From an optimization exercise on the open Yosys and OpenROAD flow, aimed at small area, a short achievable clock period and few clock cycles per item; shortcuts taken in it are not production practice.
Function was checked by simulation only, so behaviour that the tests miss may differ from the original.
Power is estimated from default activity; no workload was simulated.

**flow/run.sh**
```bash
#!/bin/bash
# synth_recipe.tcl (not shown) runs the flow's synth.tcl, then flattens the netlist and writes it again
# the make line also repeats each setting of config.mk as NAME=value (left out here)
make -C /OpenROAD-flow-scripts/flow DESIGN_CONFIG=/design/flow/config.mk WORK_HOME=/design/flow/orfs CLKGATE_MAP_FILE= SYNTH_SCRIPT=/design/flow/synth_recipe.tcl finish
```
**flow/design.v**
```verilog
package vector_floating_point_divide_unit_iterative_pkg;
  localparam logic [2:0] ZERO   = 3'd0;
  localparam logic [2:0] NORMAL = 3'd1;
  localparam logic [2:0] INF    = 3'd2;
  localparam logic [2:0] QNAN   = 3'd3;
  localparam logic [2:0] SNAN   = 3'd4;
  localparam int FF_NV = 4;
  localparam int FF_DZ = 3;
  localparam int FF_OF = 2;
  localparam int FF_UF = 1;
  localparam int FF_NX = 0;
  localparam logic [1:0] IDLE   = 2'd0;
  localparam logic [1:0] DIVIDE = 2'd1;
  localparam logic [1:0] ROUND  = 2'd2;
  localparam logic [1:0] DONE   = 2'd3;
  localparam logic [31:0] FP32_CANONICAL_NAN  = 32'h7FC00000;
  localparam int          FP32_BIAS           = 127;
  localparam int          FP32_DIV_ITERATIONS = 26;
  function automatic logic [2:0] fp32_classify(input logic [31:0] x);
    logic [2:0] c;
    if (x[30:23] == 8'h00)      c = ZERO;
    else if (x[30:23] == 8'hFF) c = (x[22:0] == 23'd0) ? INF :
                                    (x[22] ? QNAN : SNAN);
    else                        c = NORMAL;
    fp32_classify = c;
  endfunction
endpackage
module fp32_divide_lane (
  input  logic        clock,
  input  logic        load,
  input  logic        step,
  input  logic        round,
  input  logic [30:0] op_a,
  input  logic [30:0] op_b,
  input  logic        sign_in,
  output logic [31:0] result,
  output logic [4:0]  flags
);
  localparam int NV = vector_floating_point_divide_unit_iterative_pkg::FF_NV;
  localparam int DZ = vector_floating_point_divide_unit_iterative_pkg::FF_DZ;
  localparam int OF = vector_floating_point_divide_unit_iterative_pkg::FF_OF;
  localparam int UF = vector_floating_point_divide_unit_iterative_pkg::FF_UF;
  localparam int NX = vector_floating_point_divide_unit_iterative_pkg::FF_NX;
  logic [26:0] s_q, c_q;   
  logic [22:0] d_q;        
  logic [25:0] q_q;        
  logic [9:0]  e_q;        
  logic        h_q;        
  logic        s_sign_q;
  logic        sp_nan_q, sp_inf_q, sp_zero_q, sp_nv_q, sp_dz_q;
  logic        rs_q;
  logic [7:0]  re_q;
  logic a_zero, a_inf, a_nan, a_snan, b_zero, b_inf, b_nan, b_snan;
  logic a_ff, b_ff, a_fz, b_fz;
  assign a_ff   = &op_a[30:23];
  assign b_ff   = &op_b[30:23];
  assign a_fz   = ~|op_a[22:0];
  assign b_fz   = ~|op_b[22:0];
  assign a_zero = ~|op_a[30:23];
  assign b_zero = ~|op_b[30:23];
  assign a_inf  = a_ff & a_fz;
  assign b_inf  = b_ff & b_fz;
  assign a_nan  = a_ff & ~a_fz;
  assign b_nan  = b_ff & ~b_fz;
  assign a_snan = a_nan & ~op_a[22];
  assign b_snan = b_nan & ~op_b[22];
  logic p_nan, p_inf, p_zero, p_nv, p_dz, p_invalid;
  assign p_invalid = (a_zero & b_zero) | (a_inf & b_inf);
  assign p_nan  = a_nan | b_nan | p_invalid;
  assign p_nv   = a_snan | b_snan | p_invalid;
  assign p_inf  = ~p_nan & (a_inf | b_zero);
  assign p_dz   = ~p_nan & ~a_inf & b_zero;
  assign p_zero = ~p_nan & ~a_inf & ~b_zero & (a_zero | b_inf);
  logic [9:0] e_in;
  assign e_in = {2'b00, op_a[30:23]} - {2'b00, op_b[30:23]} + 10'd126;
  logic h_in;
  assign h_in = (op_a[22:20] <= op_b[22:20]);
  function automatic logic [3:0] sel_digit(input logic [2:0] dh, input logic [6:0] e);
    logic [3:0] r;
    case ({dh, e})
      10'd3: r = 4'b0100;
      10'd4: r = 4'b0100;
      10'd5: r = 4'b0100;
      10'd6: r = 4'b0100;
      10'd7: r = 4'b0100;
      10'd8: r = 4'b0100;
      10'd9: r = 4'b0100;
      10'd10: r = 4'b0100;
      10'd11: r = 4'b0100;
      10'd12: r = 4'b1000;
      10'd13: r = 4'b1000;
      10'd14: r = 4'b1000;
      10'd15: r = 4'b1000;
      10'd16: r = 4'b1000;
      10'd17: r = 4'b1000;
      10'd18: r = 4'b1000;
      10'd19: r = 4'b1000;
      10'd20: r = 4'b1000;
      10'd21: r = 4'b1000;
      10'd22: r = 4'b1000;
      10'd23: r = 4'b1000;
      10'd24: r = 4'b1000;
      10'd25: r = 4'b1000;
      10'd26: r = 4'b1000;
      10'd27: r = 4'b1000;
      10'd28: r = 4'b1000;
      10'd29: r = 4'b1000;
      10'd30: r = 4'b1000;
      10'd31: r = 4'b1000;
      10'd32: r = 4'b1000;
      10'd33: r = 4'b1000;
      10'd34: r = 4'b1000;
      10'd35: r = 4'b1000;
      10'd36: r = 4'b1000;
      10'd37: r = 4'b1000;
      10'd38: r = 4'b1000;
      10'd39: r = 4'b1000;
      10'd40: r = 4'b1000;
      10'd41: r = 4'b1000;
      10'd42: r = 4'b1000;
      10'd43: r = 4'b1000;
      10'd44: r = 4'b1000;
      10'd45: r = 4'b1000;
      10'd46: r = 4'b1000;
      10'd47: r = 4'b1000;
      10'd48: r = 4'b1000;
      10'd49: r = 4'b1000;
      10'd50: r = 4'b1000;
      10'd51: r = 4'b1000;
      10'd52: r = 4'b1000;
      10'd53: r = 4'b1000;
      10'd54: r = 4'b1000;
      10'd55: r = 4'b1000;
      10'd56: r = 4'b1000;
      10'd57: r = 4'b1000;
      10'd58: r = 4'b1000;
      10'd59: r = 4'b1000;
      10'd60: r = 4'b1000;
      10'd61: r = 4'b1000;
      10'd62: r = 4'b1000;
      10'd63: r = 4'b1000;
      10'd64: r = 4'b0001;
      10'd65: r = 4'b0001;
      10'd66: r = 4'b0001;
      10'd67: r = 4'b0001;
      10'd68: r = 4'b0001;
      10'd69: r = 4'b0001;
      10'd70: r = 4'b0001;
      10'd71: r = 4'b0001;
      10'd72: r = 4'b0001;
      10'd73: r = 4'b0001;
      10'd74: r = 4'b0001;
      10'd75: r = 4'b0001;
      10'd76: r = 4'b0001;
      10'd77: r = 4'b0001;
      10'd78: r = 4'b0001;
      10'd79: r = 4'b0001;
      10'd80: r = 4'b0001;
      10'd81: r = 4'b0001;
      10'd82: r = 4'b0001;
      10'd83: r = 4'b0001;
      10'd84: r = 4'b0001;
      10'd85: r = 4'b0001;
      10'd86: r = 4'b0001;
      10'd87: r = 4'b0001;
      10'd88: r = 4'b0001;
      10'd89: r = 4'b0001;
      10'd90: r = 4'b0001;
      10'd91: r = 4'b0001;
      10'd92: r = 4'b0001;
      10'd93: r = 4'b0001;
      10'd94: r = 4'b0001;
      10'd95: r = 4'b0001;
      10'd96: r = 4'b0001;
      10'd97: r = 4'b0001;
      10'd98: r = 4'b0001;
      10'd99: r = 4'b0001;
      10'd100: r = 4'b0001;
      10'd101: r = 4'b0001;
      10'd102: r = 4'b0001;
      10'd103: r = 4'b0001;
      10'd104: r = 4'b0001;
      10'd105: r = 4'b0001;
      10'd106: r = 4'b0001;
      10'd107: r = 4'b0001;
      10'd108: r = 4'b0001;
      10'd109: r = 4'b0001;
      10'd110: r = 4'b0001;
      10'd111: r = 4'b0001;
      10'd112: r = 4'b0001;
      10'd113: r = 4'b0001;
      10'd114: r = 4'b0001;
      10'd115: r = 4'b0010;
      10'd116: r = 4'b0010;
      10'd117: r = 4'b0010;
      10'd118: r = 4'b0010;
      10'd119: r = 4'b0010;
      10'd120: r = 4'b0010;
      10'd121: r = 4'b0010;
      10'd122: r = 4'b0010;
      10'd132: r = 4'b0100;
      10'd133: r = 4'b0100;
      10'd134: r = 4'b0100;
      10'd135: r = 4'b0100;
      10'd136: r = 4'b0100;
      10'd137: r = 4'b0100;
      10'd138: r = 4'b0100;
      10'd139: r = 4'b0100;
      10'd140: r = 4'b0100;
      10'd141: r = 4'b0100;
      10'd142: r = 4'b1000;
      10'd143: r = 4'b1000;
      10'd144: r = 4'b1000;
      10'd145: r = 4'b1000;
      10'd146: r = 4'b1000;
      10'd147: r = 4'b1000;
      10'd148: r = 4'b1000;
      10'd149: r = 4'b1000;
      10'd150: r = 4'b1000;
      10'd151: r = 4'b1000;
      10'd152: r = 4'b1000;
      10'd153: r = 4'b1000;
      10'd154: r = 4'b1000;
      10'd155: r = 4'b1000;
      10'd156: r = 4'b1000;
      10'd157: r = 4'b1000;
      10'd158: r = 4'b1000;
      10'd159: r = 4'b1000;
      10'd160: r = 4'b1000;
      10'd161: r = 4'b1000;
      10'd162: r = 4'b1000;
      10'd163: r = 4'b1000;
      10'd164: r = 4'b1000;
      10'd165: r = 4'b1000;
      10'd166: r = 4'b1000;
      10'd167: r = 4'b1000;
      10'd168: r = 4'b1000;
      10'd169: r = 4'b1000;
      10'd170: r = 4'b1000;
      10'd171: r = 4'b1000;
      10'd172: r = 4'b1000;
      10'd173: r = 4'b1000;
      10'd174: r = 4'b1000;
      10'd175: r = 4'b1000;
      10'd176: r = 4'b1000;
      10'd177: r = 4'b1000;
      10'd178: r = 4'b1000;
      10'd179: r = 4'b1000;
      10'd180: r = 4'b1000;
      10'd181: r = 4'b1000;
      10'd182: r = 4'b1000;
      10'd183: r = 4'b1000;
      10'd184: r = 4'b1000;
      10'd185: r = 4'b1000;
      10'd186: r = 4'b1000;
      10'd187: r = 4'b1000;
      10'd188: r = 4'b1000;
      10'd189: r = 4'b1000;
      10'd190: r = 4'b1000;
      10'd191: r = 4'b1000;
      10'd192: r = 4'b0001;
      10'd193: r = 4'b0001;
      10'd194: r = 4'b0001;
      10'd195: r = 4'b0001;
      10'd196: r = 4'b0001;
      10'd197: r = 4'b0001;
      10'd198: r = 4'b0001;
      10'd199: r = 4'b0001;
      10'd200: r = 4'b0001;
      10'd201: r = 4'b0001;
      10'd202: r = 4'b0001;
      10'd203: r = 4'b0001;
      10'd204: r = 4'b0001;
      10'd205: r = 4'b0001;
      10'd206: r = 4'b0001;
      10'd207: r = 4'b0001;
      10'd208: r = 4'b0001;
      10'd209: r = 4'b0001;
      10'd210: r = 4'b0001;
      10'd211: r = 4'b0001;
      10'd212: r = 4'b0001;
      10'd213: r = 4'b0001;
      10'd214: r = 4'b0001;
      10'd215: r = 4'b0001;
      10'd216: r = 4'b0001;
      10'd217: r = 4'b0001;
      10'd218: r = 4'b0001;
      10'd219: r = 4'b0001;
      10'd220: r = 4'b0001;
      10'd221: r = 4'b0001;
      10'd222: r = 4'b0001;
      10'd223: r = 4'b0001;
      10'd224: r = 4'b0001;
      10'd225: r = 4'b0001;
      10'd226: r = 4'b0001;
      10'd227: r = 4'b0001;
      10'd228: r = 4'b0001;
      10'd229: r = 4'b0001;
      10'd230: r = 4'b0001;
      10'd231: r = 4'b0001;
      10'd232: r = 4'b0001;
      10'd233: r = 4'b0001;
      10'd234: r = 4'b0001;
      10'd235: r = 4'b0001;
      10'd236: r = 4'b0001;
      10'd237: r = 4'b0001;
      10'd238: r = 4'b0001;
      10'd239: r = 4'b0001;
      10'd240: r = 4'b0001;
      10'd241: r = 4'b0010;
      10'd242: r = 4'b0010;
      10'd243: r = 4'b0010;
      10'd244: r = 4'b0010;
      10'd245: r = 4'b0010;
      10'd246: r = 4'b0010;
      10'd247: r = 4'b0010;
      10'd248: r = 4'b0010;
      10'd249: r = 4'b0010;
      10'd260: r = 4'b0100;
      10'd261: r = 4'b0100;
      10'd262: r = 4'b0100;
      10'd263: r = 4'b0100;
      10'd264: r = 4'b0100;
      10'd265: r = 4'b0100;
      10'd266: r = 4'b0100;
      10'd267: r = 4'b0100;
      10'd268: r = 4'b0100;
      10'd269: r = 4'b0100;
      10'd270: r = 4'b0100;
      10'd271: r = 4'b1000;
      10'd272: r = 4'b1000;
      10'd273: r = 4'b1000;
      10'd274: r = 4'b1000;
      10'd275: r = 4'b1000;
      10'd276: r = 4'b1000;
      10'd277: r = 4'b1000;
      10'd278: r = 4'b1000;
      10'd279: r = 4'b1000;
      10'd280: r = 4'b1000;
      10'd281: r = 4'b1000;
      10'd282: r = 4'b1000;
      10'd283: r = 4'b1000;
      10'd284: r = 4'b1000;
      10'd285: r = 4'b1000;
      10'd286: r = 4'b1000;
      10'd287: r = 4'b1000;
      10'd288: r = 4'b1000;
      10'd289: r = 4'b1000;
      10'd290: r = 4'b1000;
      10'd291: r = 4'b1000;
      10'd292: r = 4'b1000;
      10'd293: r = 4'b1000;
      10'd294: r = 4'b1000;
      10'd295: r = 4'b1000;
      10'd296: r = 4'b1000;
      10'd297: r = 4'b1000;
      10'd298: r = 4'b1000;
      10'd299: r = 4'b1000;
      10'd300: r = 4'b1000;
      10'd301: r = 4'b1000;
      10'd302: r = 4'b1000;
      10'd303: r = 4'b1000;
      10'd304: r = 4'b1000;
      10'd305: r = 4'b1000;
      10'd306: r = 4'b1000;
      10'd307: r = 4'b1000;
      10'd308: r = 4'b1000;
      10'd309: r = 4'b1000;
      10'd310: r = 4'b1000;
      10'd311: r = 4'b1000;
      10'd312: r = 4'b1000;
      10'd313: r = 4'b1000;
      10'd314: r = 4'b1000;
      10'd315: r = 4'b1000;
      10'd316: r = 4'b1000;
      10'd317: r = 4'b1000;
      10'd318: r = 4'b1000;
      10'd319: r = 4'b1000;
      10'd320: r = 4'b0001;
      10'd321: r = 4'b0001;
      10'd322: r = 4'b0001;
      10'd323: r = 4'b0001;
      10'd324: r = 4'b0001;
      10'd325: r = 4'b0001;
      10'd326: r = 4'b0001;
      10'd327: r = 4'b0001;
      10'd328: r = 4'b0001;
      10'd329: r = 4'b0001;
      10'd330: r = 4'b0001;
      10'd331: r = 4'b0001;
      10'd332: r = 4'b0001;
      10'd333: r = 4'b0001;
      10'd334: r = 4'b0001;
      10'd335: r = 4'b0001;
      10'd336: r = 4'b0001;
      10'd337: r = 4'b0001;
      10'd338: r = 4'b0001;
      10'd339: r = 4'b0001;
      10'd340: r = 4'b0001;
      10'd341: r = 4'b0001;
      10'd342: r = 4'b0001;
      10'd343: r = 4'b0001;
      10'd344: r = 4'b0001;
      10'd345: r = 4'b0001;
      10'd346: r = 4'b0001;
      10'd347: r = 4'b0001;
      10'd348: r = 4'b0001;
      10'd349: r = 4'b0001;
      10'd350: r = 4'b0001;
      10'd351: r = 4'b0001;
      10'd352: r = 4'b0001;
      10'd353: r = 4'b0001;
      10'd354: r = 4'b0001;
      10'd355: r = 4'b0001;
      10'd356: r = 4'b0001;
      10'd357: r = 4'b0001;
      10'd358: r = 4'b0001;
      10'd359: r = 4'b0001;
      10'd360: r = 4'b0001;
      10'd361: r = 4'b0001;
      10'd362: r = 4'b0001;
      10'd363: r = 4'b0001;
      10'd364: r = 4'b0001;
      10'd365: r = 4'b0001;
      10'd366: r = 4'b0001;
      10'd367: r = 4'b0001;
      10'd368: r = 4'b0010;
      10'd369: r = 4'b0010;
      10'd370: r = 4'b0010;
      10'd371: r = 4'b0010;
      10'd372: r = 4'b0010;
      10'd373: r = 4'b0010;
      10'd374: r = 4'b0010;
      10'd375: r = 4'b0010;
      10'd376: r = 4'b0010;
      10'd377: r = 4'b0010;
      10'd388: r = 4'b0100;
      10'd389: r = 4'b0100;
      10'd390: r = 4'b0100;
      10'd391: r = 4'b0100;
      10'd392: r = 4'b0100;
      10'd393: r = 4'b0100;
      10'd394: r = 4'b0100;
      10'd395: r = 4'b0100;
      10'd396: r = 4'b0100;
      10'd397: r = 4'b0100;
      10'd398: r = 4'b0100;
      10'd399: r = 4'b0100;
      10'd400: r = 4'b1000;
      10'd401: r = 4'b1000;
      10'd402: r = 4'b1000;
      10'd403: r = 4'b1000;
      10'd404: r = 4'b1000;
      10'd405: r = 4'b1000;
      10'd406: r = 4'b1000;
      10'd407: r = 4'b1000;
      10'd408: r = 4'b1000;
      10'd409: r = 4'b1000;
      10'd410: r = 4'b1000;
      10'd411: r = 4'b1000;
      10'd412: r = 4'b1000;
      10'd413: r = 4'b1000;
      10'd414: r = 4'b1000;
      10'd415: r = 4'b1000;
      10'd416: r = 4'b1000;
      10'd417: r = 4'b1000;
      10'd418: r = 4'b1000;
      10'd419: r = 4'b1000;
      10'd420: r = 4'b1000;
      10'd421: r = 4'b1000;
      10'd422: r = 4'b1000;
      10'd423: r = 4'b1000;
      10'd424: r = 4'b1000;
      10'd425: r = 4'b1000;
      10'd426: r = 4'b1000;
      10'd427: r = 4'b1000;
      10'd428: r = 4'b1000;
      10'd429: r = 4'b1000;
      10'd430: r = 4'b1000;
      10'd431: r = 4'b1000;
      10'd432: r = 4'b1000;
      10'd433: r = 4'b1000;
      10'd434: r = 4'b1000;
      10'd435: r = 4'b1000;
      10'd436: r = 4'b1000;
      10'd437: r = 4'b1000;
      10'd438: r = 4'b1000;
      10'd439: r = 4'b1000;
      10'd440: r = 4'b1000;
      10'd441: r = 4'b1000;
      10'd442: r = 4'b1000;
      10'd443: r = 4'b1000;
      10'd444: r = 4'b1000;
      10'd445: r = 4'b1000;
      10'd446: r = 4'b1000;
      10'd447: r = 4'b1000;
      10'd448: r = 4'b0001;
      10'd449: r = 4'b0001;
      10'd450: r = 4'b0001;
      10'd451: r = 4'b0001;
      10'd452: r = 4'b0001;
      10'd453: r = 4'b0001;
      10'd454: r = 4'b0001;
      10'd455: r = 4'b0001;
      10'd456: r = 4'b0001;
      10'd457: r = 4'b0001;
      10'd458: r = 4'b0001;
      10'd459: r = 4'b0001;
      10'd460: r = 4'b0001;
      10'd461: r = 4'b0001;
      10'd462: r = 4'b0001;
      10'd463: r = 4'b0001;
      10'd464: r = 4'b0001;
      10'd465: r = 4'b0001;
      10'd466: r = 4'b0001;
      10'd467: r = 4'b0001;
      10'd468: r = 4'b0001;
      10'd469: r = 4'b0001;
      10'd470: r = 4'b0001;
      10'd471: r = 4'b0001;
      10'd472: r = 4'b0001;
      10'd473: r = 4'b0001;
      10'd474: r = 4'b0001;
      10'd475: r = 4'b0001;
      10'd476: r = 4'b0001;
      10'd477: r = 4'b0001;
      10'd478: r = 4'b0001;
      10'd479: r = 4'b0001;
      10'd480: r = 4'b0001;
      10'd481: r = 4'b0001;
      10'd482: r = 4'b0001;
      10'd483: r = 4'b0001;
      10'd484: r = 4'b0001;
      10'd485: r = 4'b0001;
      10'd486: r = 4'b0001;
      10'd487: r = 4'b0001;
      10'd488: r = 4'b0001;
      10'd489: r = 4'b0001;
      10'd490: r = 4'b0001;
      10'd491: r = 4'b0001;
      10'd492: r = 4'b0001;
      10'd493: r = 4'b0001;
      10'd494: r = 4'b0010;
      10'd495: r = 4'b0010;
      10'd496: r = 4'b0010;
      10'd497: r = 4'b0010;
      10'd498: r = 4'b0010;
      10'd499: r = 4'b0010;
      10'd500: r = 4'b0010;
      10'd501: r = 4'b0010;
      10'd502: r = 4'b0010;
      10'd503: r = 4'b0010;
      10'd504: r = 4'b0010;
      10'd517: r = 4'b0100;
      10'd518: r = 4'b0100;
      10'd519: r = 4'b0100;
      10'd520: r = 4'b0100;
      10'd521: r = 4'b0100;
      10'd522: r = 4'b0100;
      10'd523: r = 4'b0100;
      10'd524: r = 4'b0100;
      10'd525: r = 4'b0100;
      10'd526: r = 4'b0100;
      10'd527: r = 4'b0100;
      10'd528: r = 4'b0100;
      10'd529: r = 4'b0100;
      10'd530: r = 4'b1000;
      10'd531: r = 4'b1000;
      10'd532: r = 4'b1000;
      10'd533: r = 4'b1000;
      10'd534: r = 4'b1000;
      10'd535: r = 4'b1000;
      10'd536: r = 4'b1000;
      10'd537: r = 4'b1000;
      10'd538: r = 4'b1000;
      10'd539: r = 4'b1000;
      10'd540: r = 4'b1000;
      10'd541: r = 4'b1000;
      10'd542: r = 4'b1000;
      10'd543: r = 4'b1000;
      10'd544: r = 4'b1000;
      10'd545: r = 4'b1000;
      10'd546: r = 4'b1000;
      10'd547: r = 4'b1000;
      10'd548: r = 4'b1000;
      10'd549: r = 4'b1000;
      10'd550: r = 4'b1000;
      10'd551: r = 4'b1000;
      10'd552: r = 4'b1000;
      10'd553: r = 4'b1000;
      10'd554: r = 4'b1000;
      10'd555: r = 4'b1000;
      10'd556: r = 4'b1000;
      10'd557: r = 4'b1000;
      10'd558: r = 4'b1000;
      10'd559: r = 4'b1000;
      10'd560: r = 4'b1000;
      10'd561: r = 4'b1000;
      10'd562: r = 4'b1000;
      10'd563: r = 4'b1000;
      10'd564: r = 4'b1000;
      10'd565: r = 4'b1000;
      10'd566: r = 4'b1000;
      10'd567: r = 4'b1000;
      10'd568: r = 4'b1000;
      10'd569: r = 4'b1000;
      10'd570: r = 4'b1000;
      10'd571: r = 4'b1000;
      10'd572: r = 4'b1000;
      10'd573: r = 4'b1000;
      10'd574: r = 4'b1000;
      10'd575: r = 4'b1000;
      10'd576: r = 4'b0001;
      10'd577: r = 4'b0001;
      10'd578: r = 4'b0001;
      10'd579: r = 4'b0001;
      10'd580: r = 4'b0001;
      10'd581: r = 4'b0001;
      10'd582: r = 4'b0001;
      10'd583: r = 4'b0001;
      10'd584: r = 4'b0001;
      10'd585: r = 4'b0001;
      10'd586: r = 4'b0001;
      10'd587: r = 4'b0001;
      10'd588: r = 4'b0001;
      10'd589: r = 4'b0001;
      10'd590: r = 4'b0001;
      10'd591: r = 4'b0001;
      10'd592: r = 4'b0001;
      10'd593: r = 4'b0001;
      10'd594: r = 4'b0001;
      10'd595: r = 4'b0001;
      10'd596: r = 4'b0001;
      10'd597: r = 4'b0001;
      10'd598: r = 4'b0001;
      10'd599: r = 4'b0001;
      10'd600: r = 4'b0001;
      10'd601: r = 4'b0001;
      10'd602: r = 4'b0001;
      10'd603: r = 4'b0001;
      10'd604: r = 4'b0001;
      10'd605: r = 4'b0001;
      10'd606: r = 4'b0001;
      10'd607: r = 4'b0001;
      10'd608: r = 4'b0001;
      10'd609: r = 4'b0001;
      10'd610: r = 4'b0001;
      10'd611: r = 4'b0001;
      10'd612: r = 4'b0001;
      10'd613: r = 4'b0001;
      10'd614: r = 4'b0001;
      10'd615: r = 4'b0001;
      10'd616: r = 4'b0001;
      10'd617: r = 4'b0001;
      10'd618: r = 4'b0001;
      10'd619: r = 4'b0001;
      10'd620: r = 4'b0010;
      10'd621: r = 4'b0010;
      10'd622: r = 4'b0010;
      10'd623: r = 4'b0010;
      10'd624: r = 4'b0010;
      10'd625: r = 4'b0010;
      10'd626: r = 4'b0010;
      10'd627: r = 4'b0010;
      10'd628: r = 4'b0010;
      10'd629: r = 4'b0010;
      10'd630: r = 4'b0010;
      10'd631: r = 4'b0010;
      10'd645: r = 4'b0100;
      10'd646: r = 4'b0100;
      10'd647: r = 4'b0100;
      10'd648: r = 4'b0100;
      10'd649: r = 4'b0100;
      10'd650: r = 4'b0100;
      10'd651: r = 4'b0100;
      10'd652: r = 4'b0100;
      10'd653: r = 4'b0100;
      10'd654: r = 4'b0100;
      10'd655: r = 4'b0100;
      10'd656: r = 4'b0100;
      10'd657: r = 4'b0100;
      10'd658: r = 4'b0100;
      10'd659: r = 4'b1000;
      10'd660: r = 4'b1000;
      10'd661: r = 4'b1000;
      10'd662: r = 4'b1000;
      10'd663: r = 4'b1000;
      10'd664: r = 4'b1000;
      10'd665: r = 4'b1000;
      10'd666: r = 4'b1000;
      10'd667: r = 4'b1000;
      10'd668: r = 4'b1000;
      10'd669: r = 4'b1000;
      10'd670: r = 4'b1000;
      10'd671: r = 4'b1000;
      10'd672: r = 4'b1000;
      10'd673: r = 4'b1000;
      10'd674: r = 4'b1000;
      10'd675: r = 4'b1000;
      10'd676: r = 4'b1000;
      10'd677: r = 4'b1000;
      10'd678: r = 4'b1000;
      10'd679: r = 4'b1000;
      10'd680: r = 4'b1000;
      10'd681: r = 4'b1000;
      10'd682: r = 4'b1000;
      10'd683: r = 4'b1000;
      10'd684: r = 4'b1000;
      10'd685: r = 4'b1000;
      10'd686: r = 4'b1000;
      10'd687: r = 4'b1000;
      10'd688: r = 4'b1000;
      10'd689: r = 4'b1000;
      10'd690: r = 4'b1000;
      10'd691: r = 4'b1000;
      10'd692: r = 4'b1000;
      10'd693: r = 4'b1000;
      10'd694: r = 4'b1000;
      10'd695: r = 4'b1000;
      10'd696: r = 4'b1000;
      10'd697: r = 4'b1000;
      10'd698: r = 4'b1000;
      10'd699: r = 4'b1000;
      10'd700: r = 4'b1000;
      10'd701: r = 4'b1000;
      10'd702: r = 4'b1000;
      10'd703: r = 4'b1000;
      10'd704: r = 4'b0001;
      10'd705: r = 4'b0001;
      10'd706: r = 4'b0001;
      10'd707: r = 4'b0001;
      10'd708: r = 4'b0001;
      10'd709: r = 4'b0001;
      10'd710: r = 4'b0001;
      10'd711: r = 4'b0001;
      10'd712: r = 4'b0001;
      10'd713: r = 4'b0001;
      10'd714: r = 4'b0001;
      10'd715: r = 4'b0001;
      10'd716: r = 4'b0001;
      10'd717: r = 4'b0001;
      10'd718: r = 4'b0001;
      10'd719: r = 4'b0001;
      10'd720: r = 4'b0001;
      10'd721: r = 4'b0001;
      10'd722: r = 4'b0001;
      10'd723: r = 4'b0001;
      10'd724: r = 4'b0001;
      10'd725: r = 4'b0001;
      10'd726: r = 4'b0001;
      10'd727: r = 4'b0001;
      10'd728: r = 4'b0001;
      10'd729: r = 4'b0001;
      10'd730: r = 4'b0001;
      10'd731: r = 4'b0001;
      10'd732: r = 4'b0001;
      10'd733: r = 4'b0001;
      10'd734: r = 4'b0001;
      10'd735: r = 4'b0001;
      10'd736: r = 4'b0001;
      10'd737: r = 4'b0001;
      10'd738: r = 4'b0001;
      10'd739: r = 4'b0001;
      10'd740: r = 4'b0001;
      10'd741: r = 4'b0001;
      10'd742: r = 4'b0001;
      10'd743: r = 4'b0001;
      10'd744: r = 4'b0001;
      10'd745: r = 4'b0001;
      10'd746: r = 4'b0001;
      10'd747: r = 4'b0010;
      10'd748: r = 4'b0010;
      10'd749: r = 4'b0010;
      10'd750: r = 4'b0010;
      10'd751: r = 4'b0010;
      10'd752: r = 4'b0010;
      10'd753: r = 4'b0010;
      10'd754: r = 4'b0010;
      10'd755: r = 4'b0010;
      10'd756: r = 4'b0010;
      10'd757: r = 4'b0010;
      10'd758: r = 4'b0010;
      10'd759: r = 4'b0010;
      10'd773: r = 4'b0100;
      10'd774: r = 4'b0100;
      10'd775: r = 4'b0100;
      10'd776: r = 4'b0100;
      10'd777: r = 4'b0100;
      10'd778: r = 4'b0100;
      10'd779: r = 4'b0100;
      10'd780: r = 4'b0100;
      10'd781: r = 4'b0100;
      10'd782: r = 4'b0100;
      10'd783: r = 4'b0100;
      10'd784: r = 4'b0100;
      10'd785: r = 4'b0100;
      10'd786: r = 4'b0100;
      10'd787: r = 4'b0100;
      10'd788: r = 4'b1000;
      10'd789: r = 4'b1000;
      10'd790: r = 4'b1000;
      10'd791: r = 4'b1000;
      10'd792: r = 4'b1000;
      10'd793: r = 4'b1000;
      10'd794: r = 4'b1000;
      10'd795: r = 4'b1000;
      10'd796: r = 4'b1000;
      10'd797: r = 4'b1000;
      10'd798: r = 4'b1000;
      10'd799: r = 4'b1000;
      10'd800: r = 4'b1000;
      10'd801: r = 4'b1000;
      10'd802: r = 4'b1000;
      10'd803: r = 4'b1000;
      10'd804: r = 4'b1000;
      10'd805: r = 4'b1000;
      10'd806: r = 4'b1000;
      10'd807: r = 4'b1000;
      10'd808: r = 4'b1000;
      10'd809: r = 4'b1000;
      10'd810: r = 4'b1000;
      10'd811: r = 4'b1000;
      10'd812: r = 4'b1000;
      10'd813: r = 4'b1000;
      10'd814: r = 4'b1000;
      10'd815: r = 4'b1000;
      10'd816: r = 4'b1000;
      10'd817: r = 4'b1000;
      10'd818: r = 4'b1000;
      10'd819: r = 4'b1000;
      10'd820: r = 4'b1000;
      10'd821: r = 4'b1000;
      10'd822: r = 4'b1000;
      10'd823: r = 4'b1000;
      10'd824: r = 4'b1000;
      10'd825: r = 4'b1000;
      10'd826: r = 4'b1000;
      10'd827: r = 4'b1000;
      10'd828: r = 4'b1000;
      10'd829: r = 4'b1000;
      10'd830: r = 4'b1000;
      10'd831: r = 4'b1000;
      10'd832: r = 4'b0001;
      10'd833: r = 4'b0001;
      10'd834: r = 4'b0001;
      10'd835: r = 4'b0001;
      10'd836: r = 4'b0001;
      10'd837: r = 4'b0001;
      10'd838: r = 4'b0001;
      10'd839: r = 4'b0001;
      10'd840: r = 4'b0001;
      10'd841: r = 4'b0001;
      10'd842: r = 4'b0001;
      10'd843: r = 4'b0001;
      10'd844: r = 4'b0001;
      10'd845: r = 4'b0001;
      10'd846: r = 4'b0001;
      10'd847: r = 4'b0001;
      10'd848: r = 4'b0001;
      10'd849: r = 4'b0001;
      10'd850: r = 4'b0001;
      10'd851: r = 4'b0001;
      10'd852: r = 4'b0001;
      10'd853: r = 4'b0001;
      10'd854: r = 4'b0001;
      10'd855: r = 4'b0001;
      10'd856: r = 4'b0001;
      10'd857: r = 4'b0001;
      10'd858: r = 4'b0001;
      10'd859: r = 4'b0001;
      10'd860: r = 4'b0001;
      10'd861: r = 4'b0001;
      10'd862: r = 4'b0001;
      10'd863: r = 4'b0001;
      10'd864: r = 4'b0001;
      10'd865: r = 4'b0001;
      10'd866: r = 4'b0001;
      10'd867: r = 4'b0001;
      10'd868: r = 4'b0001;
      10'd869: r = 4'b0001;
      10'd870: r = 4'b0001;
      10'd871: r = 4'b0001;
      10'd872: r = 4'b0001;
      10'd873: r = 4'b0010;
      10'd874: r = 4'b0010;
      10'd875: r = 4'b0010;
      10'd876: r = 4'b0010;
      10'd877: r = 4'b0010;
      10'd878: r = 4'b0010;
      10'd879: r = 4'b0010;
      10'd880: r = 4'b0010;
      10'd881: r = 4'b0010;
      10'd882: r = 4'b0010;
      10'd883: r = 4'b0010;
      10'd884: r = 4'b0010;
      10'd885: r = 4'b0010;
      10'd886: r = 4'b0010;
      10'd902: r = 4'b0100;
      10'd903: r = 4'b0100;
      10'd904: r = 4'b0100;
      10'd905: r = 4'b0100;
      10'd906: r = 4'b0100;
      10'd907: r = 4'b0100;
      10'd908: r = 4'b0100;
      10'd909: r = 4'b0100;
      10'd910: r = 4'b0100;
      10'd911: r = 4'b0100;
      10'd912: r = 4'b0100;
      10'd913: r = 4'b0100;
      10'd914: r = 4'b0100;
      10'd915: r = 4'b0100;
      10'd916: r = 4'b0100;
      10'd917: r = 4'b0100;
      10'd918: r = 4'b1000;
      10'd919: r = 4'b1000;
      10'd920: r = 4'b1000;
      10'd921: r = 4'b1000;
      10'd922: r = 4'b1000;
      10'd923: r = 4'b1000;
      10'd924: r = 4'b1000;
      10'd925: r = 4'b1000;
      10'd926: r = 4'b1000;
      10'd927: r = 4'b1000;
      10'd928: r = 4'b1000;
      10'd929: r = 4'b1000;
      10'd930: r = 4'b1000;
      10'd931: r = 4'b1000;
      10'd932: r = 4'b1000;
      10'd933: r = 4'b1000;
      10'd934: r = 4'b1000;
      10'd935: r = 4'b1000;
      10'd936: r = 4'b1000;
      10'd937: r = 4'b1000;
      10'd938: r = 4'b1000;
      10'd939: r = 4'b1000;
      10'd940: r = 4'b1000;
      10'd941: r = 4'b1000;
      10'd942: r = 4'b1000;
      10'd943: r = 4'b1000;
      10'd944: r = 4'b1000;
      10'd945: r = 4'b1000;
      10'd946: r = 4'b1000;
      10'd947: r = 4'b1000;
      10'd948: r = 4'b1000;
      10'd949: r = 4'b1000;
      10'd950: r = 4'b1000;
      10'd951: r = 4'b1000;
      10'd952: r = 4'b1000;
      10'd953: r = 4'b1000;
      10'd954: r = 4'b1000;
      10'd955: r = 4'b1000;
      10'd956: r = 4'b1000;
      10'd957: r = 4'b1000;
      10'd958: r = 4'b1000;
      10'd959: r = 4'b1000;
      10'd960: r = 4'b0001;
      10'd961: r = 4'b0001;
      10'd962: r = 4'b0001;
      10'd963: r = 4'b0001;
      10'd964: r = 4'b0001;
      10'd965: r = 4'b0001;
      10'd966: r = 4'b0001;
      10'd967: r = 4'b0001;
      10'd968: r = 4'b0001;
      10'd969: r = 4'b0001;
      10'd970: r = 4'b0001;
      10'd971: r = 4'b0001;
      10'd972: r = 4'b0001;
      10'd973: r = 4'b0001;
      10'd974: r = 4'b0001;
      10'd975: r = 4'b0001;
      10'd976: r = 4'b0001;
      10'd977: r = 4'b0001;
      10'd978: r = 4'b0001;
      10'd979: r = 4'b0001;
      10'd980: r = 4'b0001;
      10'd981: r = 4'b0001;
      10'd982: r = 4'b0001;
      10'd983: r = 4'b0001;
      10'd984: r = 4'b0001;
      10'd985: r = 4'b0001;
      10'd986: r = 4'b0001;
      10'd987: r = 4'b0001;
      10'd988: r = 4'b0001;
      10'd989: r = 4'b0001;
      10'd990: r = 4'b0001;
      10'd991: r = 4'b0001;
      10'd992: r = 4'b0001;
      10'd993: r = 4'b0001;
      10'd994: r = 4'b0001;
      10'd995: r = 4'b0001;
      10'd996: r = 4'b0001;
      10'd997: r = 4'b0001;
      10'd998: r = 4'b0001;
      10'd999: r = 4'b0010;
      10'd1000: r = 4'b0010;
      10'd1001: r = 4'b0010;
      10'd1002: r = 4'b0010;
      10'd1003: r = 4'b0010;
      10'd1004: r = 4'b0010;
      10'd1005: r = 4'b0010;
      10'd1006: r = 4'b0010;
      10'd1007: r = 4'b0010;
      10'd1008: r = 4'b0010;
      10'd1009: r = 4'b0010;
      10'd1010: r = 4'b0010;
      10'd1011: r = 4'b0010;
      10'd1012: r = 4'b0010;
      10'd1013: r = 4'b0010;
      default: r = 4'b0000;
    endcase
    sel_digit = r;
  endfunction
  logic [3:0] dg_q;        
  logic [2:0] dgs_q;       
  logic qpos, qneg, qone, qtwo;
  assign qpos = dg_q[3] | dg_q[2];
  assign qneg = dg_q[1] | dg_q[0];
  assign qone = dg_q[2] | dg_q[1];
  assign qtwo = dg_q[3] | dg_q[0];
  logic [26:0] mag, addend;
  assign mag    = ({27{qone}} & {3'b000, 1'b1, d_q}) | ({27{qtwo}} & {2'b00, 1'b1, d_q, 1'b0});
  assign addend = qpos ? ~mag : mag;
  logic [26:0] sum, cy;
  assign sum = s_q ^ c_q ^ addend;
  assign cy  = (s_q & c_q) | (s_q & addend) | (c_q & addend);
  logic [26:0] mag_t, addend_t;
  logic [24:17] sum_t, cy_t;
  assign mag_t    = ({27{dgs_q[1]}} & {3'b000, 1'b1, d_q}) | ({27{dgs_q[0]}} & {2'b00, 1'b1, d_q, 1'b0});
  assign addend_t = dgs_q[2] ? ~mag_t : mag_t;
  assign sum_t    = s_q[24:17] ^ c_q[24:17] ^ addend_t[24:17];
  assign cy_t     = (s_q[24:17] & c_q[24:17]) | (s_q[24:17] & addend_t[24:17]) | (c_q[24:17] & addend_t[24:17]);
  logic [6:0] est_n, est_ld;
  logic [3:0] dg_n, dg_ld;
  assign est_n  = sum_t[24:18] + cy_t[23:17];
  assign dg_n   = sel_digit(d_q[22:20], est_n);
  assign est_ld = h_in ? {2'b00, 1'b1, op_a[22:19]} : {3'b000, 1'b1, op_a[22:20]};
  assign dg_ld  = sel_digit(op_b[22:20], est_ld);
  logic [25:0] q_dec;
  logic [1:0]  dig;
  assign q_dec = q_q - 26'd1;
  assign dig   = {qtwo | (qone & qneg), qone};
  logic        neg, nz;
  logic [26:0] wsum;
  assign wsum = s_q + c_q;
  assign neg  = wsum[26];
  assign nz   = ((s_q ^ c_q) != {(s_q[25:0] | c_q[25:0]), 1'b0});
  logic        lead1, norm, r, xb, lsb, up, inexact;
  logic [22:0] frac, fr, fr_inc;
  logic        c_inc, c;
  logic [9:0]  e0, e_inc, e_fin;
  logic        ovf, unf, ovf0, unf0, ovf1, unf1;
  logic [31:0] rnd_res;
  logic [4:0]  rnd_flags;
  always_comb begin
    lead1   = q_q[25];
    norm    = ~h_q | lead1;
    frac    = lead1 ? q_q[24:2] : q_q[23:1];
    r       = lead1 ? q_q[1]    : q_q[0];
    xb      = lead1 & q_q[0];
    lsb     = frac[0];
    up      = r & (xb | (~neg & (lsb | nz)));
    inexact = r | xb | nz;
    {c_inc, fr_inc} = {1'b0, frac} + 24'd1;
    fr      = up ? fr_inc : frac;
    c       = up & c_inc;
    e0      = e_q + {9'd0, norm};
    e_inc   = e0 + 10'd1;
    ovf0    = ($signed(e0) >= 10'sd255);
    unf0    = ($signed(e0) <= 10'sd0);
    ovf1    = ($signed(e_inc) >= 10'sd255);
    unf1    = ($signed(e_inc) <= 10'sd0);
    e_fin   = c ? e_inc : e0;
    ovf     = c ? ovf1 : ovf0;
    unf     = c ? unf1 : unf0;
    rnd_flags = '0;
    if (sp_nan_q) begin
      rnd_res       = 32'h7FC00000;
      rnd_flags[NV] = sp_nv_q;
    end else if (sp_inf_q) begin
      rnd_res       = {s_sign_q, 8'hFF, 23'd0};
      rnd_flags[DZ] = sp_dz_q;
    end else if (sp_zero_q) begin
      rnd_res       = {s_sign_q, 31'd0};
    end else if (ovf) begin
      rnd_res       = {s_sign_q, 8'hFF, 23'd0};
      rnd_flags[OF] = 1'b1;
      rnd_flags[NX] = 1'b1;
    end else if (unf) begin
      rnd_res       = {s_sign_q, 31'd0};
      rnd_flags[UF] = 1'b1;
      rnd_flags[NX] = 1'b1;
    end else begin
      rnd_res       = {s_sign_q, e_fin[7:0], fr};
      rnd_flags[NX] = inexact;
    end
  end
  assign flags = rnd_flags;
  always_ff @(posedge clock) begin
    if (load) begin
      s_q       <= h_in ? {2'b00, 1'b1, op_a[22:0], 1'b0} : {3'b000, 1'b1, op_a[22:0]};
      c_q       <= '0;
      d_q       <= op_b[22:0];
      e_q       <= e_in;
      h_q       <= h_in;
      s_sign_q  <= sign_in;
      sp_nan_q  <= p_nan;
      sp_inf_q  <= p_inf;
      sp_zero_q <= p_zero;
      sp_nv_q   <= p_nv;
      sp_dz_q   <= p_dz;
      dg_q      <= dg_ld;
      dgs_q     <= {dg_ld[3] | dg_ld[2], dg_ld[2] | dg_ld[1], dg_ld[3] | dg_ld[0]};
    end else if (step) begin
      s_q   <= {sum[24:0], 2'b00};
      c_q   <= {cy[23:0], qpos, 2'b00};
      dg_q  <= dg_n;
      dgs_q <= {dg_n[3] | dg_n[2], dg_n[2] | dg_n[1], dg_n[3] | dg_n[0]};
      q_q <= qneg ? {q_dec[23:0], dig} : {q_q[23:0], dig};
    end
    if (round) begin
      q_q[22:0] <= rnd_res[22:0];
      re_q      <= rnd_res[30:23];
      rs_q      <= rnd_res[31];
    end
  end
  assign result = {rs_q, re_q, q_q[22:0]};
endmodule
module vector_floating_point_divide_unit_iterative #(
  parameter int VLEN = 128,
  parameter int SEW  = 32
) (
  input  logic            clock,
  input  logic            reset,
  input  logic            flush,
  input  logic            in_valid,
  output logic            in_ready,
  input  logic            reverse,
  input  logic [VLEN-1:0] vs2,
  input  logic [VLEN-1:0] vs1,
  output logic            out_valid,
  input  logic            out_ready,
  output logic [VLEN-1:0] vd,
  output logic [4:0]      fflags
);
  localparam int NUM_LANES = VLEN / SEW;
  localparam int STEPS     = 13;
  if (SEW != 32) begin : g_sew_chk
    $error("vector divider supports SEW=32 only");
  end
  if (VLEN % 32 != 0) begin : g_vlen_chk
    $error("VLEN must be a multiple of 32");
  end
  logic       ld_q;       
  logic       it_q;
  logic       rnd_q;
  logic [3:0] cnt_q;
  logic       ov_q;
  logic       accept, step_en, last, it_d;
  assign in_ready  = ld_q;
  assign out_valid = ov_q;
  assign accept    = ld_q & in_valid & ~flush;
  assign step_en   = it_q & (~ov_q | out_ready);
  assign last      = (cnt_q == 4'(STEPS - 1));
  assign it_d      = accept | (it_q & ~(step_en & last));
  always_ff @(posedge clock or posedge reset) begin
    if (reset) begin
      ld_q  <= 1'b0;
      it_q  <= 1'b0;
      rnd_q <= 1'b0;
      cnt_q <= '0;
      ov_q  <= 1'b0;
    end else if (flush) begin
      ld_q  <= 1'b1;
      it_q  <= 1'b0;
      rnd_q <= 1'b0;
      cnt_q <= '0;
      ov_q  <= 1'b0;
    end else begin
      it_q  <= it_d;
      if (step_en) cnt_q <= last ? 4'd0 : cnt_q + 4'd1;
      rnd_q <= step_en & last;
      ld_q  <= ~accept & ~it_d;
      if (rnd_q)          ov_q <= 1'b1;
      else if (out_ready) ov_q <= 1'b0;
    end
  end
  logic [NUM_LANES-1:0][31:0] lane_res;
  logic [NUM_LANES-1:0][4:0]  lane_flags;
  logic [4:0]                 flags_or;
  for (genvar i = 0; i < NUM_LANES; i++) begin : g_lane
    logic [30:0] op_a, op_b;
    assign op_a = reverse ? vs1[32*i +: 31] : vs2[32*i +: 31];
    assign op_b = reverse ? vs2[32*i +: 31] : vs1[32*i +: 31];
    assign vd[32*i +: 32] = lane_res[i];
    fp32_divide_lane u_lane (
      .clock    (clock),
      .load     (ld_q),
      .step     (step_en),
      .round    (rnd_q),
      .op_a     (op_a),
      .op_b     (op_b),
      .sign_in  (vs1[32*i+31] ^ vs2[32*i+31]),
      .result   (lane_res[i]),
      .flags    (lane_flags[i])
    );
  end
  always_comb begin
    flags_or = '0;
    for (int i = 0; i < NUM_LANES; i++) flags_or = flags_or | lane_flags[i];
  end
  always_ff @(posedge clock) begin
    if (rnd_q) fflags <= flags_or;
  end
endmodule
```
**flow/constraint.sdc**
```tcl
create_clock -name core_clock -period 5.5 [get_ports {clock}]
set_input_delay 1.1000 -clock core_clock [delete_from_list [all_inputs] [get_ports {clock}]]
set_output_delay 1.1000 -clock core_clock [all_outputs]
set_load 0.01 [all_outputs]
```
**flow/config.mk**
```make
export PLATFORM = sky130hd
export DESIGN_NAME = vector_floating_point_divide_unit_iterative
export DESIGN_NICKNAME = vector_floating_point_divide_unit_iterative
export VERILOG_FILES = /design/flow/design.v
export SDC_FILE = /design/flow/constraint.sdc
export NUM_CORES = 4
export LEC_CHECK = 0
export CAP_MARGIN = 20
export CORE_MARGIN = 2
export CORE_UTILIZATION = 40
export SLEW_MARGIN = 20
```
==> results_dict.tcl, run 1 <==
set metrics [dict create \
    outcome "timing/DRC/antenna clean" \
    grt_pass1_wl_um 230000 \
    crit_end "g_lane[0].u_lane.q_q[15]$_DFFE_PP_" \
    antenna_found_initial 12 \
    synth.net_count 5975 \
    synth_edf_count 441 \
    synthArstFlopShare 0.0146 \
    end_kind "flip-flop" \
    final.setup.worst_slack_ps 877 \
    synth_cell_types 95 \
    rsz0062_at_grt "no" \
    met3_usage 0.0413 \
    synth_xor_area_frac 0.0956 \
    synth-simple-area-share 0.153 \
    crit_required_ps 5830 \
    dp_cells 6962 \
    fin_cells 7099 \
    drtIter0Drc 3196 \
    cts_buffer_depth 3 \
    synthFlopType "edfxtp_1" \
    hold-worst-slack_ps 479 \
    powerDensity_nw_per_um2 454 \
    setup_viol 0 \
    htreeDepth 3 \
    min_path_type "flip-flop to flip-flop" \
    fin_util 0.460 \
    path_class "flip-flop to flip-flop" \
    start_util 0.401 \
    synth_top_family_by_area "compound AO/OA/AOI/OAI gates" \
    grt_start_max_net_pins 137 \
    cp_slowest_cell "nor4_2" \
    ctsHoldBuffers 0 \
    final_nets 6097 \
    pwr-share-seq 0.248 \
    clock_power_share 0.196 \
    dpl_cell_area_um2 53400 \
    core_um2 121000 \
    cts.repair.resized 0 \
    internal_power_mw 14.2 \
    max-slew-margin-rel 0.284 \
    tightest_slew_ps 1070 \
    worstPathArrival_ps 4950 \
    pin_count 397 \
    crit_chain "inv_1 > ha_1 > a211o_1 > a21oi_1 > o211a_1 > o21ai_0 > and2_1 > nor4_2 > nor4_1 > o211ai_1 > buf_4 > o32ai_1" \
    synth-seq-area-share 0.317 \
    nFillCells 11700 \
    power.leakage_nw 21.2 \
    cts-root-buf "clkbuf_16" \
    num_vias 39900 \
    avgSynthCellArea_um2 9.21 \
    numPortBuffers 396 \
    r2r_setup_slack_ps 880 \
    slew_viol_final 0 \
    drc 0 \
    fin_worst_skew_ps 33.0 \
    vias_per_cell 5.62 \
    p_comb_frac 0.556 \
    fp-row-count 128 \
    hold_start "g_lane[0].u_lane.c_q[4]$_SDFFE_PP0P_" \
    critPathLaunch "g_lane[0].u_lane.c_q[7]$_SDFFE_PP0P_" \
    pre_cts_ws_ps 786 \
    period_share 0.840 \
    r2r_cells 12 \
    fmax_mhz 216 \
    die_area_um2 125000 \
    use_met2 0.352 \
    ant_nets 0 \
    rr_startpoint "g_lane[0].u_lane.c_q[7]$_SDFFE_PP0P_" \
    area_growth_pct 14.5 \
    grt.busiest_layer "met2" \
    clock_latency_ps 650 \
    p_total_mw 25.3 \
    ys_ff_latch 549 \
    clkTransAtPathRegs_ps 60 \
    overflow 0 \
    syn_inst 5290 \
    synthMuxAreaShare 0.0833 \
    startpoint_type "flip-flop" \
    use_met1 0.345 \
    cts_buffers 73 \
    yosysWarnings 2 \
    place_hpwl_um 115000 \
    first_pass_iters 6 \
    gp_congestion 0.907 \
    wl_per_cell_um 21.2 \
    cts_sinks 549 \
    die_x_um 353 \
    synth_compound_area_frac 0.153 \
    switchingPower_mw 11.1 \
    slowest_delay_ps 900 \
    synthAdderAreaFrac 0.127 \
    maxCapViolCount 0 \
    fin_tns_setup_ps 0 \
    cts_tree "yes" \
    final_area_um2 55800 \
    hold_violations 0 \
    cp_max_fo 17 \
    fin_crit_ps 4620 \
    post_cts_buffers 0 \
    grt_pass1_vias 38300 \
    swShare 0.438 \
    netlist_area_um2 48700 \
    grt_use_total 0.234 \
    drive_gt1_frac 0.0689 \
    chipHeight_um 353 \
    wirelength_um 150000 \
    irDropWorstVdd_mv 0.426 \
    r2r-end "g_lane[0].u_lane.q_q[15]$_DFFE_PP_" \
]
-- synthesized netlist by cell type, types with 120 or more instances --
cell type,instances,area share
xor2_1,184,0.033
nor2_1,308,0.024
fa_1,120,0.049
inv_1,403,0.031
xnor2_1,348,0.063
a21oi_1,204,0.021
ha_1,303,0.078
clkbuf_1,235,0.018
nand2_1,378,0.029
a22oi_1,123,0.019
o21ai_0,245,0.025
mux2i_1,270,0.055
edfxtp_1,441,0.27
-- registers in the layout (all words and copies together) (netlist names), 5 cells and up --
signal,flops
g_lane.u_lane.s_q,108
g_lane.u_lane.dgs_q,12
g_lane.u_lane.re_q,32
g_lane.u_lane.e_q,40
g_lane.u_lane.d_q,92
g_lane.u_lane.dg_q,16
g_lane.u_lane.q_q,104
fflags,5
g_lane.u_lane.c_q,100
-- cell usage in the layout, fill, tap and decap left out, types with 19 or more instances in the layout --
cell type          n
edfxtp_1         441
inv_1            403
clkdlybuf4s50_1  395
nand2_1          378
xnor2_1          348
nor2_1           303
ha_1             303
mux2i_1          270
o21ai_0          244
a21oi_1          204
xor2_1           184
a22oi_1          123
fa_1             120
nand3_1          119
mux2_2           119
a211oi_1         119
nor3_1           107
dfxtp_1          100
nor4_1            98
nand4_1           98
clkbuf_16         77
o22ai_1           69
nor2b_1           58
buf_4             52
and2_1            42
a21o_1            39
nand2b_1          37
or3_1             34
or2_2             33
a31oi_1           30
or4_1             29
o211ai_1          28
o21a_1            27
and3_1            26
nand3b_1          22
o21bai_1          22
o31ai_1           22
a21boi_0          19
o32ai_1           19
-- power by group through the flow --
stage	registers, mW	logic [mW]	clock network, mW
2_1_floorplan	5.90	10.8	0
3_3_place_gp	6.32	13.8	0
3_5_place_dp	6.35	13.9	0
4_1_cts	6.27	14.0	5.06
5_1_grt	6.39	15.7	5.20
6_report	6.28	14.1	4.95
-- logic make-up (layout without fill, tap and decap cells) --
kind of cell,count (synthesis),after routing
compound gates,1119,1119
xor+xnor,532,532
fa+ha+maj,424,424
buf+inv,812,992
flops,549,549
mux,390,390
other cells,0,4
simple gates,1464,1464
-- critical path, delay by kind of cell (launching register included) --
family	cells	cell delay (ps)
flip-flops	1	370
AND/OR/NAND/NOR	3	1560
buffers and inverters	2	470
AO/OA/AOI/OAI	6	1520
adder cells (fa/ha/maj)	1	350
-- how the worst min path moves through the flow --
| stage | endpoint | slack (ps) | cells after the start |
|---|---|---|---|
| floorplan | g_lane[0].u_lane.c_q[3]$_SDFFE_PP0P_ | 450 | 2 |
| global placement | g_lane[0].u_lane.c_q[3]$_SDFFE_PP0P_ | 460 | 2 |
| detailed placement | g_lane[2].u_lane.c_q[3]$_SDFFE_PP0P_ | 470 | 2 |
| CTS | g_lane[0].u_lane.c_q[4]$_SDFFE_PP0P_ | 480 | 2 |
| global route | g_lane[3].u_lane.c_q[4]$_SDFFE_PP0P_ | 500 | 2 |
| finish | g_lane[0].u_lane.c_q[4]$_SDFFE_PP0P_ | 480 | 2 |
-- routing by layer --
layer	wire length, um	up-vias	part of all wire
met5	105	-	0.00070
met4	3550	16	0.024
met3	11400	196	0.076
met2	64400	1269	0.43
met1	70700	19200	0.47
li1	-	19200	-
-- cell type report --
type,instances,area [um2],area share
Sequential cell,549,15500,0.277
Clock inverter,39,378,0.00677
Tap cell,1625,2030,0.0364
Antenna cell,4,10.0,0.000179
Inverter,404,1520,0.0272
Timing Repair Buffer,455,4500,0.0806
Clock buffer,94,2040,0.0366
Multi-Input combinational cell,3929,29900,0.535
Testbench counts, summed over its fixed seeds: cycles 26,904, items 1,920.
==> inputs of run 2 (changes only) <==
--- a/flow/config.mk
+++ b/flow/config.mk
@@ -10,2 +10,3 @@
 export CORE_UTILIZATION = 40
+export SETUP_SLACK_MARGIN = 2.6
 export SLEW_MARGIN = 20
==> results_dict.tcl, run 2 <==
set metrics [dict create \
    max-slew-margin-rel 0.294 \
    clock_latency_ps 660 \
    numPortBuffers 396 \
    place_hpwl_um 116000 \
    chipHeight_um 353 \
    synth_compound_area_frac 0.153 \
    grt_start_max_net_pins 199 \
    wl_per_cell_um 22.8 \
    synth-seq-area-share 0.317 \
    worstPathArrival_ps 4340 \
    gp_congestion 0.932 \
    synthAdderAreaFrac 0.127 \
    min_path_type "flip-flop to flip-flop" \
    final_cell_mix "buf_4, edfxtp_1, nand2_1, clkdlybuf4s50_1, xnor2_1" \
    setup_viol 0 \
    power.leakage_nw 26.1 \
    yosys.area.top_type_share 0.272 \
    die_x_um 353 \
    fin_cells 7718 \
    fin_tns_setup_ps 0 \
    cts_sinks 549 \
    period_share 0.704 \
    tightest_slew_ps 1060 \
    swShare 0.435 \
    largest_reg_flops 108 \
    final_area_um2 68000 \
    fp-row-count 128 \
    area_growth_pct 39.6 \
    die_area_um2 125000 \
    cts-root-buf "clkbuf_16" \
    fin_crit_ps 3870 \
    core_um2 121000 \
    crit_required_ps 5970 \
    ctsHoldBuffers 0 \
    synthTopCellsByCount "edfxtp_1, inv_1, nand2_1, xnor2_1, nor2_1" \
    avgSynthCellArea_um2 9.21 \
    yosys-top-cells-area "edfxtp_1, ha_1, xnor2_1" \
    fmax_mhz 258 \
    first_pass_iters 8 \
    pwr-share-seq 0.181 \
    switchingPower_mw 15.0 \
    yosysMostFrequentCell "edfxtp_1" \
    synth_edf_count 441 \
    slowest_delay_ps 540 \
    layout_commonest_cell "buf_4" \
    ys_ff_latch 549 \
    outcome "timing/DRC/antenna clean" \
    cp_max_fo 4 \
    irDropWorstVdd_mv 0.613 \
    synth_cell_types 95 \
    top_register "g_lane.u_lane.s_q" \
    cts_buffers 75 \
    num_vias 44300 \
    synth.net_count 5975 \
    crit_chain "inv_2 > ha_4 > xnor2_1 > or4_4 > nor4_2 > nand4_1 > o211ai_2 > buf_6 > nor4_2 > buf_4 > nor4_4 > o211ai_1 > buf_4 > buf_12 > buf_8 > o32ai_2" \
    dpl_cell_area_um2 53900 \
    cp_slowest_cell "or4_4" \
    htreeDepth 3 \
    end_kind "flip-flop" \
    ant_nets 0 \
    antenna_found_initial 9 \
    synthFlopType "edfxtp_1" \
    internal_power_mw 19.5 \
    drtIter0Drc 3758 \
    dp_cells 6961 \
    rsz0062_at_grt "yes" \
    hold_violations 0 \
    netlist_area_um2 48700 \
    overflow 0 \
    fin_worst_skew_ps 32.3 \
    p_comb_frac 0.669 \
    start_util 0.401 \
    yosys.area.top_type "edfxtp_1" \
    maxCapViolCount 0 \
    grt_pass1_wl_um 259000 \
    drive_gt1_frac 0.304 \
    wirelength_um 176000 \
    drc 0 \
    path_class "flip-flop to flip-flop" \
    powerDensity_nw_per_um2 507 \
    grt_pass1_vias 42700 \
    grt_use_total 0.266 \
    synth_top_family_by_area "compound AO/OA/AOI/OAI gates" \
    clock_power_share 0.149 \
    syn_inst 5290 \
    cts_buffer_depth 3 \
    clkTransAtPathRegs_ps 60 \
    vias_per_cell 5.74 \
    synth_xor_area_frac 0.0956 \
    pin_count 397 \
    cts_tree "yes" \
    slew_viol_final 0 \
    reg_top3 "g_lane.u_lane.s_q (108), g_lane.u_lane.q_q (104), g_lane.u_lane.c_q (100)" \
    yosysWarnings 2 \
    final_nets 6712 \
    synth-simple-area-share 0.153 \
    synthMuxAreaShare 0.0833 \
    fin_util 0.560 \
    startpoint_type "flip-flop" \
    synthArstFlopShare 0.0146 \
    p_total_mw 34.5 \
]
## run 2: worst max-delay path, delay by kind of cell, from the launching register on
kind | cells | cell delay (ps)
buffers and inverters | 6 | 910
AOI/OAI and AO/OA | 3 | 710
DFF | 1 | 400
and+or+nand+nor | 5 | 1300
adders and majority gates | 1 | 210
xor gates and xnor gates | 1 | 140
## run 2: cell families (layout without fill, tap and decap cells)
group                      count (synthesis)  after routing
adders and majority gates                424            424
muxes                                    390            390
other                                      0              3
buffers and inverters                    812           1601
and+or+nand+nor                         1464           1468
DFF                                      549            549
xor gates and xnor gates                 532            535
AOI/OAI and AO/OA                       1119           1123
## run 2: power by group through the flow
stage | clock network [mW] | registers [mW] | logic [mW]
floorplan | 0 | 5.91 | 11.3
global placement | 0 | 6.34 | 14.2
detailed placement | 0 | 6.35 | 14.4
CTS | 5.24 | 6.22 | 19.2
global route | 5.38 | 6.34 | 24.7
finish | 5.15 | 6.25 | 23.1
## run 2: path summary, 6_finish.rpt
path / start / end / slack, ps / cells after the start
worst min-delay path: g_lane[2].u_lane.c_q[4]$_SDFFE_PP0P_ / g_lane[2].u_lane.c_q[4]$_SDFFE_PP0P_ / 470 / 2
worst min register to register: g_lane[2].u_lane.c_q[4]$_SDFFE_PP0P_ / g_lane[2].u_lane.c_q[4]$_SDFFE_PP0P_ / 470 / 2
worst max register to register: g_lane[0].u_lane.s_q[16]$_DFFE_PP_ / g_lane[0].u_lane.q_q[11]$_DFFE_PP_ / 1630 / 16
max in group asynchronous: reset / rnd_q$_DFF_PP0_ / 4530 / 2
min in group asynchronous: reset / cnt_q[3]$_DFFE_PP0P_ / 700 / 2
worst max-delay path: g_lane[0].u_lane.s_q[16]$_DFFE_PP_ / g_lane[0].u_lane.q_q[11]$_DFFE_PP_ / 1630 / 16
## run 2: timing repair
action                                  4_1_cts  5_1_grt
pin swaps                                   292      250
gates cloned                                 34        9
setup buffers                               415      156
resized for setup                           927      477
endpoints found under the setup margin      435      324
## run 2: area by class of cell
cell class / count / area (um2)
timing repair buffer: 1057 / 10400
multi-input combinational: 3940 / 36000
tap: 1625 / 2030
inverter: 404 / 1540
sequential: 549 / 15500
antenna: 3 / 7.51
fill: 10500 / 53400
clock inverter: 44 / 515
clock buffer: 96 / 2020
## run 2: layer usage
metal	routed length, um	up-vias	track usage
met2	77600	1733	0.403
met4	5390	8	0.0804
met3	14000	300	0.0525
li1	-	20500	-
met1	79200	21700	0.381
met5	61	-	0
## run 2: metrics by stage
step                      hold WS, ps  worst slack (ps)
after global placement            466               584
final                             474              1630
after CTS                         475              1690
after global routing              499              1550
after detailed placement          471               577
after floorplan                   454              1530
==> inputs of run 3 (changes only) <==
--- a/flow/config.mk
+++ b/flow/config.mk
@@ -10,3 +10,3 @@
 export CORE_UTILIZATION = 40
-export SETUP_SLACK_MARGIN = 2.6
+export SETUP_SLACK_MARGIN = 2.1
 export SLEW_MARGIN = 20
==> results_dict.tcl, run 3 <==
set metrics [dict create \
    tightest_slew_ps 1190 \
    numPortBuffers 396 \
    synthTopCellsByCount "edfxtp_1, inv_1, nand2_1, xnor2_1, nor2_1" \
    die_area_um2 125000 \
    powerDensity_nw_per_um2 510 \
    htreeDepth 3 \
    area_growth_pct 30.2 \
    wirelength_um 160000 \
    antenna_found_initial 22 \
    largest_reg_flops 108 \
    clock_latency_ps 640 \
    yosys.area.top_type_share 0.272 \
    avgSynthCellArea_um2 9.21 \
    fmax_mhz 256 \
    chipHeight_um 353 \
    ctsHoldBuffers 0 \
    start_util 0.401 \
    power.leakage_nw 23.9 \
    slew_viol_final 0 \
    fin_tns_setup_ps 0 \
    grt_pass1_wl_um 242000 \
    worstPathArrival_ps 4300 \
    final_cell_mix "edfxtp_1, clkdlybuf4s50_1, nand2_1, inv_1, xnor2_1" \
    cts_buffers 73 \
    ant_nets 0 \
    num_vias 42100 \
    cp_slowest_cell "fa_1" \
    rsz0062_at_grt "yes" \
    synth_cell_types 95 \
    ys_ff_latch 549 \
    min_path_type "flip-flop to flip-flop" \
    fp-row-count 128 \
    pin_count 397 \
    final_nets 6405 \
    crit_required_ps 5890 \
    core_um2 121000 \
    clkTransAtPathRegs_ps 60 \
    synth_edf_count 441 \
    synth-seq-area-share 0.317 \
    layout_commonest_cell "edfxtp_1" \
    vias_per_cell 5.67 \
    overflow 0 \
    cts_sinks 549 \
    grt_start_max_net_pins 157 \
    outcome "timing/DRC/antenna clean" \
    netlist_area_um2 48700 \
    path_class "flip-flop to flip-flop" \
    grt_use_total 0.245 \
    slowest_delay_ps 540 \
    fin_worst_skew_ps 20.1 \
    synth.net_count 5975 \
    irDropWorstVdd_mv 0.613 \
    place_hpwl_um 114000 \
    cts-root-buf "clkbuf_16" \
    max-slew-margin-rel 0.209 \
    drive_gt1_frac 0.225 \
    die_x_um 353 \
    yosysWarnings 2 \
    wl_per_cell_um 21.6 \
    setup_viol 0 \
    end_kind "flip-flop" \
    crit_chain "a22oi_2 > xor2_1 > fa_1 > inv_2 > ha_4 > fa_2 > a21o_1 > a21oi_4 > xnor2_4 > inv_2 > a31oi_1 > o21ai_2 > o311a_4 > or3_1" \
    top_register "g_lane.u_lane.s_q" \
    maxCapViolCount 0 \
    drtIter0Drc 3389 \
    startpoint_type "flip-flop" \
    p_total_mw 32.4 \
    yosys-top-cells-area "edfxtp_1, ha_1, xnor2_1" \
    cts_tree "yes" \
    reg_top3 "g_lane.u_lane.s_q (108), g_lane.u_lane.q_q (104), g_lane.u_lane.c_q (100)" \
    yosysMostFrequentCell "edfxtp_1" \
    cts_buffer_depth 3 \
    cpMostUsedCell "inv_2" \
    grt_pass1_vias 40800 \
    period_share 0.711 \
    cp_max_fo 6 \
    gp_congestion 0.921 \
    first_pass_iters 6 \
    drc 0 \
    synthArstFlopShare 0.0146 \
    syn_inst 5290 \
    yosys.area.top_type "edfxtp_1" \
    synthFlopType "edfxtp_1" \
    fin_crit_ps 3910 \
    hold_violations 0 \
]
==> run 3: worst paths after layout <==
path	from	end	slack, ps	depth (start not counted)
setup / recovery	g_lane[0].u_lane.dgs_q[1]$_DFFE_PP_	g_lane[0].u_lane.dgs_q[0]$_DFFE_PP_	1590	14
hold / removal	g_lane[1].u_lane.c_q[3]$_SDFFE_PP0P_	g_lane[1].u_lane.c_q[3]$_SDFFE_PP0P_	480	2
setup reg to reg	g_lane[0].u_lane.dgs_q[1]$_DFFE_PP_	g_lane[0].u_lane.dgs_q[0]$_DFFE_PP_	1590	14
hold reg to reg	g_lane[1].u_lane.c_q[3]$_SDFFE_PP0P_	g_lane[1].u_lane.c_q[3]$_SDFFE_PP0P_	480	2
max in group asynchronous	reset	rnd_q$_DFF_PP0_	4490	2
min in group asynchronous	reset	ov_q$_DFFE_PP0P_	730	2
==> run 3: power by group <==
group | total, mW | switching (mW) | internal [mW]
clock | 5.27 | 1.98 | 3.28
sequential | 6.33 | 0.853 | 5.48
combinational | 20.8 | 11.0 | 9.76
total | 32.4 | 13.9 | 18.5
==> run 3: layer usage <==
metal	GRT usage	up-vias	share of wire
li1	-	19900	-
met1	0.351	20500	0.46
met2	0.378	1327	0.45
met3	0.0433	270	0.066
met4	0.0699	18	0.027
met5	0	-	0.00073
==> run 3: final cells by class <==
cell class	instances	area [um2]
fill	10900	58000
multi-input combinational	3937	34300
sequential	549	15500
timing repair buffer	755	7470
clock buffer	97	2090
tap	1625	2030
inverter	404	1530
clock inverter	37	529
antenna	12	30.0
==> run 3: logic make-up after synthesis <==
| family | Yosys count | share of synthesized area |
|---|---|---|
| simple gates | 1464 | 0.153 |
| compound gates | 1119 | 0.153 |
| flops | 549 | 0.317 |
| xor+xnor | 532 | 0.0956 |
| mux | 390 | 0.0833 |
| buf+inv | 812 | 0.0711 |
| fa+ha+maj | 424 | 0.127 |
==> run 3: per-stage QoR <==
stage	utilization	hold slack [ps]	worst slack, ps	instance area (um2)	std cells
finish	0.523	479	1590	63400	7416
global route	0.522	496	1480	63400	7410
CTS	0.503	478	1660	61100	7299
detailed placement	0.445	470	787	54000	6955
global placement	0.445	466	804	54000	6955
floorplan	-	454	1520	50000	5290
==> run 3: repair_timing <==
action	4_1_cts	5_1_grt
resized for setup	520	287
cloned	18	3
endpoints found under the hold margin	0	0
pin swaps	179	160
setup endpoints to repair	272	238
buffers inserted	192	102
==> run 3: worst max-delay path: cells and delay by family, from the launching register on <==
kind                     cells  cell delay [ps]
XOR/XNOR                     2              310
AO/OA/AOI/OAI                6             1310
adder cells (fa/ha/maj)      3             1070
buffers and inverters        2              110
AND/OR/NAND/NOR              1              340
flip-flops                   1              510

what the ideal ports hide:
The results above use ideal ports. As a check the final layouts listed here were re-extracted and re-timed, cells and wires unchanged. Step 1 assumes that a clkbuf_16 drives the clock port and a buf_2 every other input. Step 2 moves the port delays by t, midway between the first and last clock arrival at a register: inputs arrive t later, outputs are due t later. That takes back most of the time a late clock gives input paths. Three values: no drivers, after step 1, after step 2; two values: the first two.
run | t (ns) | setup slack, ns | worst setup path after step 2
run 1 | 0.706 | 0.877 / 0.877 / 0.616 | input to register
run 2 | 0.722 | 1.629 / 1.629 / 1.103 | input to register
run 3 | 0.704 | 1.590 / 1.590 / 1.192 | input to register
After both steps setup and hold are still met in every run listed. For run 2, which loses most, drivers alone change the setup slack by 0.000 ns; drivers and shift together by -0.526 ns.
